This is an optimization exercise on Yosys and OpenROAD, whose aim is small area and a short achievable clock period, not a production implementation. In this exercise RTL edits were held to simulation tests only and were not proved equivalent to the original. Power figures rest on the tool's default switching activity, not on a simulated workload.

==> flow/run.sh <==
#!/bin/bash
# synth_recipe.tcl (not shown) runs the flow's synth.tcl, then flattens the netlist and writes it again
# the make line also repeats each setting of config.mk as NAME=value (left out here)
make -C /OpenROAD-flow-scripts/flow DESIGN_CONFIG=/design/flow/config.mk WORK_HOME=/design/flow/orfs CLKGATE_MAP_FILE= SYNTH_SCRIPT=/design/flow/synth_recipe.tcl finish
==> flow/config.mk <==
export PLATFORM = sky130hd
export DESIGN_NAME = reg_file_sb
export DESIGN_NICKNAME = reg_file_sb
export VERILOG_FILES = /design/flow/design.v
export SDC_FILE = /design/flow/constraint.sdc
export NUM_CORES = 4
export LEC_CHECK = 0
export CAP_MARGIN = 20
export CORE_MARGIN = 2
export CORE_UTILIZATION = 40
export SLEW_MARGIN = 20
export SYNTH_HIERARCHICAL = 1
==> flow/constraint.sdc <==
create_clock -name core_clock -period 26.0 [get_ports {clk}]
set_input_delay 5.2000 -clock core_clock [delete_from_list [all_inputs] [get_ports {clk}]]
set_output_delay 5.2000 -clock core_clock [all_outputs]
set_load 0.01 [all_outputs]
==> flow/design.v <==
package rf_pkg;
    localparam int XLEN_DEF  = 32;
    localparam int NREGS_DEF = 32;
    localparam int AW_DEF    = $clog2(NREGS_DEF);
    localparam int REG_ZERO  = 0;
    localparam int POP_MAX   = 1024;
    typedef logic [AW_DEF-1:0]   reg_addr_t;
    typedef logic [XLEN_DEF-1:0] xword_t;
    function automatic int unsigned popcount(input logic [POP_MAX-1:0] vec,
                                             input int unsigned width);
        int unsigned cnt;
        cnt = 0;
        for (int unsigned i = 0; i < POP_MAX; i++) begin
            if (i < width && vec[i]) begin
                cnt = cnt + 1;
            end
        end
        popcount = cnt;
    endfunction
endpackage
module rf_scoreboard
#(
    parameter int NREGS = rf_pkg::NREGS_DEF,
    parameter int AW    = $clog2(NREGS)
) (
    input  logic             clk,
    input  logic             rst_n,
    input  logic             wr_en,
    input  logic [AW-1:0]    wr_addr,
    input  logic             iss_en,
    input  logic [AW-1:0]    iss_rd,
    input  logic             flush,
    output logic             iss_stall,
    output logic [NREGS-1:0] busy,
    output logic [AW:0]      busy_cnt
);
    logic             wr_live;
    logic             iss_live;
    logic             iss_hit;
    logic             iss_accept;
    logic             inc, dec;
    logic [NREGS-1:0] busy_d;
    logic [AW-1:0]    cnt, cnt_d;
    assign wr_live  = wr_en  && (wr_addr != AW'(rf_pkg::REG_ZERO));
    assign iss_live = iss_en && (iss_rd  != AW'(rf_pkg::REG_ZERO));
    assign iss_hit  = wr_en && (wr_addr == iss_rd);
    assign iss_stall  = iss_live && busy[iss_rd] && !iss_hit && !flush;
    assign iss_accept = iss_live && !iss_stall;
    always_comb begin
        busy_d = busy;
        if (flush) begin
            busy_d = '0;
        end
        if (wr_live) begin
            busy_d[wr_addr] = 1'b0;
        end
        if (iss_accept) begin
            busy_d[iss_rd] = 1'b1;
        end
        busy_d[rf_pkg::REG_ZERO] = 1'b0;
    end
    assign inc = iss_accept && !busy[iss_rd];
    assign dec = wr_live && busy[wr_addr] && !(iss_accept && iss_rd == wr_addr);
    always_comb begin
        if (flush)           cnt_d = AW'(iss_accept);
        else if (inc && !dec) cnt_d = cnt + 1'b1;
        else if (dec && !inc) cnt_d = cnt - 1'b1;
        else                 cnt_d = cnt;
    end
    always_ff @(posedge clk or negedge rst_n) begin
        if (!rst_n) begin
            busy <= '0;
            cnt  <= '0;
        end else begin
            busy <= busy_d;
            cnt  <= cnt_d;
        end
    end
    assign busy_cnt = {1'b0, cnt};
endmodule
module reg_file_sb
#(
    parameter int               XLEN    = rf_pkg::XLEN_DEF,
    parameter int               NREGS   = rf_pkg::NREGS_DEF,
    parameter int               NRD     = 2,
    parameter int               SP_IDX  = 2,
    parameter logic [XLEN-1:0]  SP_INIT = XLEN'('h200),
    parameter bit               BYPASS  = 1'b1,
    localparam int              AW      = $clog2(NREGS)
) (
    input  logic                clk,
    input  logic                rst_n,
    input  logic [NRD*AW-1:0]   rd_addr,
    output logic [NRD*XLEN-1:0] rd_data,
    output logic [NRD-1:0]      rd_busy,
    input  logic                wr_en,
    input  logic [AW-1:0]       wr_addr,
    input  logic [XLEN-1:0]     wr_data,
    input  logic                iss_en,
    input  logic [AW-1:0]       iss_rd,
    output logic                iss_stall,
    input  logic                flush,
    output logic [AW:0]         busy_cnt
);
    logic [XLEN-1:0]  regs [NREGS];    
    logic [NREGS-1:0] wrtn;            
    logic [NREGS-1:0] busy;
    logic             wr_live;
    assign wr_live = wr_en && (wr_addr != AW'(rf_pkg::REG_ZERO));
    assign wrtn[0] = 1'b0;
    for (genvar i = 1; i < NREGS; i++) begin : g_reg
        logic we;
        assign we = wr_en && (wr_addr == AW'(i));
        always_ff @(posedge clk) begin
            if (we) regs[i] <= wr_data;
        end
        always_ff @(posedge clk or negedge rst_n) begin
            if (!rst_n)  wrtn[i] <= 1'b0;
            else if (we) wrtn[i] <= 1'b1;
        end
    end
    rf_scoreboard #(
        .NREGS (NREGS),
        .AW    (AW)
    ) u_scoreboard (
        .clk       (clk),
        .rst_n     (rst_n),
        .wr_en     (wr_en),
        .wr_addr   (wr_addr),
        .iss_en    (iss_en),
        .iss_rd    (iss_rd),
        .flush     (flush),
        .iss_stall (iss_stall),
        .busy      (busy),
        .busy_cnt  (busy_cnt)
    );
    localparam int NPAIR = NREGS + 1;             
    localparam int NGRP  = (NPAIR + 2) / 3;       
    for (genvar k = 0; k < NRD; k++) begin : g_rd
        logic [AW-1:0]    addr;
        logic             fwd;
        logic             sp_rst;
        logic [NPAIR-1:0] sel;
        assign addr = rd_addr[k*AW +: AW];
        assign fwd  = BYPASS && wr_live && (wr_addr == addr);
        assign sp_rst = (addr == AW'(SP_IDX)) && !wrtn[SP_IDX] && !fwd;
        assign sel[0]     = fwd;
        assign sel[NREGS] = sp_rst;
        for (genvar i = 1; i < NREGS; i++) begin : g_sel
            assign sel[i] = (addr == AW'(i)) && wrtn[i] && !fwd;
        end
        for (genvar b = 0; b < XLEN; b++) begin : g_bit
            logic [NPAIR-1:0] src;
            logic [NGRP-1:0]  grp_n;
            assign src[0]     = wr_data[b];
            assign src[NREGS] = SP_INIT[b];
            for (genvar i = 1; i < NREGS; i++) begin : g_src
                assign src[i] = regs[i][b];
            end
            if (SP_INIT[b]) begin : g_sp
                for (genvar g = 0; g < NGRP; g++) begin : g_grp
                    rf_aoi222 u_aoi (
                        .a1(sel[3*g]),   .a2(src[3*g]),
                        .b1(sel[3*g+1]), .b2(src[3*g+1]),
                        .c1(sel[3*g+2]), .c2(src[3*g+2]),
                        .y (grp_n[g])
                    );
                end
            end else begin : g_nosp
                for (genvar g = 0; g < NGRP - 1; g++) begin : g_grp
                    rf_aoi222 u_aoi (
                        .a1(sel[3*g]),   .a2(src[3*g]),
                        .b1(sel[3*g+1]), .b2(src[3*g+1]),
                        .c1(sel[3*g+2]), .c2(src[3*g+2]),
                        .y (grp_n[g])
                    );
                end
                rf_aoi22 u_aoi_last (
                    .a1(sel[NPAIR-3]), .a2(src[NPAIR-3]),
                    .b1(sel[NPAIR-2]), .b2(src[NPAIR-2]),
                    .y (grp_n[NGRP-1])
                );
            end
            assign rd_data[k*XLEN + b] = ~&grp_n[3:0] | ~&grp_n[7:4] | ~&grp_n[10:8];
        end
        assign rd_busy[k] = busy[addr] && !fwd;
    end
endmodule
module rf_aoi222 (
    input  logic a1, a2, b1, b2, c1, c2,
    output logic y
);
    assign y = ~((a1 & a2) | (b1 & b2) | (c1 & c2));
endmodule
module rf_aoi22 (
    input  logic a1, a2, b1, b2,
    output logic y
);
    assign y = ~((a1 & a2) | (b1 & b2));
endmodule
==> flow_summary.yaml <==
global_routing:
  grt_pass1_wl_um: 232000
  grt_use_total_pct: 28.6
  grt_max_degree: 68
  first_global_vias: 33200
  grt_overflow: 0
  antenna_found_initial: 6
die:
  start_util_pct: 40.4
  design.core.area_mm2: 0.109
  rows: 121
  die_w_um: 336
  die_h_um: 336
  die_area_mm2: 0.113
  ioPinCount: 130
synthesis:
  async_reset_ff_share_pct: 6.33
  synth_top_area_share_pct: 67.7
  ys_seq_area_share_pct: 71.5
  synth_top_flop_cell: "edfxtp_1"
  postSynthAreaPerCell_um2: 17.2
  yosys_register_bits: 1059
  synth_cell_types: 61
  syn_inst: 2566
  yosysTopAreaCell: "edfxtp_1"
  synth_edf_count: 992
  netlist_top_cells_area: "edfxtp_1 (68%), a222oi_1 (15%), dfrtp_1 (3.8%)"
  syn-cell-area_mm2: 0.0440
  ys_top_cells_by_count: "edfxtp_1 (992), a222oi_1 (642), nand4_1 (196), nor2_1 (132), nand2_1 (75)"
  yosysWarnings: 9
  synthMostInstantiatedCell: "edfxtp_1"
route:
  dr.pass1.iters: 13
  drtIter0Drc: 7358
  vias_per_cell: 7.50
  routed_wl_um: 165000
  antenna_left: 0
  route.detailed.drc: 0
  vias: 33000
  wl_per_cell_um: 37.5
place:
  placed_cell_area_mm2: 0.0483
  numPortBuffers: 128
  gp_congestion: 0.874
  dpl.hpwl_um: 91000
  place_inst: 4194
layout:
  fill_cells: 9218
  synthToLayoutAreaGrowth_pct: 17.5
  drive_gt1_share_pct: 16.6
  instances_no_fill: 4395
  final_area_mm2: 0.0517
  regArea_mm2: 0.0315
  multi_input_area_mm2: 0.0128
  layout.nets: 2961
clock_network:
  ctsHoldBuffers: 0
  cts_root_buffer: "clkbuf_16"
  clk_transition_reported_paths_ns: 0.07
  cts_sinks: 1059
  insertion_delay_ns: 0.73
  cts_setup_buffers: 0
  cts_max_path_buffers: 3
  cts_buffers: 105
  cts_resized: 0
  cts_tree: "yes"
  htreeDepth: 3
sta:
  period_share_pct: 59.8
  maxSlewViolCount: 0
  finalHoldViolCount: 0
  maxSlewHeadroom_pct: 16.7
  tns_ns: 0
  min_period_ns: 15.55
  hold_slack_ns: 0.488
  fmax_mhz: 64.3
  setup_viol: 0
  rsz0062_at_grt: "no"
  worst_pin_slew_ns: 1.25
  finClkSkew_ns: 0.0335
setup_path:
  crit_family: "buffers and inverters"
  worst_path_largest_cell_delay_ns: 1.00
  critPathRequiredTime_ns: 20.80
  cp.buffers_inverters: 4
  ff2ff_path_depth: 11
  worstPathCellList: "clkdlybuf4s50_1 > xnor2_1 > nand3_1 > nor2_4 > buf_4 > nor4_2 > buf_4 > a222oi_1 > nand4_1 > nor2_1 > nand4_1 > clkdlybuf4s50_1"
  path_max_fanout: 32
  cp.arrival_ns: 10.35
  r2r_slack_ns: 22.18
  worstSetupEndpointType: "output pin"
  crit_slowest_cell: "clkdlybuf4s50_1"
  critical_path_class: "input port to output pin"
  startpoint_type: "input port"
  rr_endpoint: "u_scoreboard.cnt[4]"
  rr_startpoint: "u_scoreboard.busy[6]"
pwr:
  ir_drop_mv: 0.0632
  p_leak_nw: 15.9
  p_per_area_mw_per_mm2: 72.0
run_status:
  run_status: "complete, no violations"
worst_hold_path:
  hold_path.class: "flip-flop to flip-flop"
  hold_depth: 1
  min_to: "wrtn[18]"
  hold_start: "wrtn[18]"
run:
  max_cap_viol_count: 0
==> flip-flops by register name, summed over array words and instances, names as in the netlist <==
name	count
regs	992
u_scoreboard.busy	31
u_scoreboard.cnt	5
wrtn	31
==> routing by layer <==
metal | vias to the layer above | GRT usage [%] | wire length [um]
li1 | 12900 | - | -
met1 | 16500 | 36.1 | 57600
met2 | 2948 | 44.3 | 74700
met3 | 595 | 8.65 | 23300
met4 | 6 | 15.6 | 9220
met5 | - | 0.298 | 66
==> where the power goes <==
| part | switching [mW] | leakage, nW | total (mW) | internal, mW |
|---|---|---|---|---|
| clock network | 0.655 | 1.66 | 1.52 | 0.864 |
| registers | 0.0217 | 9.79 | 1.92 | 1.90 |
| logic | 0.179 | 4.50 | 0.285 | 0.105 |
==> per-module statistics from Yosys (local to each module, per instance), a selection <==
module	flops+latches	cell area, um^2
reg_file_sb	1023	34000
rf_aoi22	0	12.5
rf_aoi222	0	10.0
==> worst register-to-register path, stage by stage (launching register included) <==
cell and delay [ns]:
dfrtp_1 0.45, mux4_1 0.53, a211oi_1 0.23, o21ai_0 0.32, and3_4 0.30, a211oi_4 0.35, inv_2 0.16, fa_1 0.43
a21o_1 0.19, a21oi_1 0.18, mux2i_1 0.22, mux2_2 0.34
==> worst max-delay path by stage <==
stage | endpoint | startpoint | cells past startpoint | slack (ns)
after floorplan | rd_data[0] | wr_addr[1] | 9 | 11.48
after global placement | rd_data[0] | wr_addr[3] | 12 | 10.75
after detailed placement | rd_data[10] | wr_addr[3] | 12 | 10.63
after CTS | rd_data[10] | wr_addr[3] | 12 | 10.60
after global routing | rd_data[23] | wr_addr[3] | 12 | 10.37
final | rd_data[23] | wr_addr[3] | 12 | 10.45
==> kinds of logic after synthesis <==
kind of cell	share of synthesized area, %
flip-flops	71.5
AND/OR/NAND/NOR	7.26
adder cells (fa/ha/maj)	0.444
AO/OA/AOI/OAI	18.0
other	0.0171
buffers and inverters	0.554
multiplexers	1.73
XOR/XNOR	0.458
==> layout by cell type (no fill, tap or decap), types with 48 or more instances in the layout <==
cell | Yosys | final
a22oi_2 | 62 | 62
nor2_1 | 132 | 85
nand2_1 | 75 | 75
nand4_1 | 196 | 196
dfrtp_1 | 67 | 67
buf_4 | 3 | 124
a222oi_1 | 642 | 642
edfxtp_1 | 992 | 992
clkbuf_16 | 0 | 107
nor2_4 | 1 | 48
clkdlybuf4s50_1 | 0 | 121
==> metrics by stage <==
stage	power, mW	util [%]	setup slack [ns]
after floorplan	2.07	-	11.48
after global placement	2.23	44.3	10.75
after detailed placement	2.23	44.3	10.63
after CTS	3.73	47.4	10.60
after global routing	3.82	47.4	10.37
final	3.72	47.4	10.45
==> final cells by class <==
type	count	share of cell area, %
Antenna cell	3	0.0145
Clock buffer	133	5.37
Clock inverter	63	1.20
Inverter	12	0.0871
Multi-Input combinational cell	1457	24.8
Sequential cell	1059	60.9
Tap cell	1414	3.42
Timing Repair Buffer	254	4.29

what the ideal ports hide:
How much do the figures lean on ideal ports? The routed layout below was timed once more, with nothing changed but the port constraints.
Step 1, drivers: a clkbuf_16 drives clk and a buf_2 each remaining input, both assumed.
Step 2, shift: input delay + t, output delay - t, t = (earliest + latest rising clock arrival at the registers) / 2. This alone moves slack from input paths to output paths.
Three values: ideal ports, drivers, drivers and shift; two values: the first two.
shift t [ns]: 0.780
slack for setup (ns): 10.450 / 10.421 / 10.421
hold WS [ns]: 0.488 / 0.488 / 0.488
worst setup path at the end: input to output
worst data-port slew with drivers (ns): 0.14
After both steps this run still meets setup and hold. The setup slack of this run moves by -0.029 ns with the drivers and by -0.029 ns with both steps.
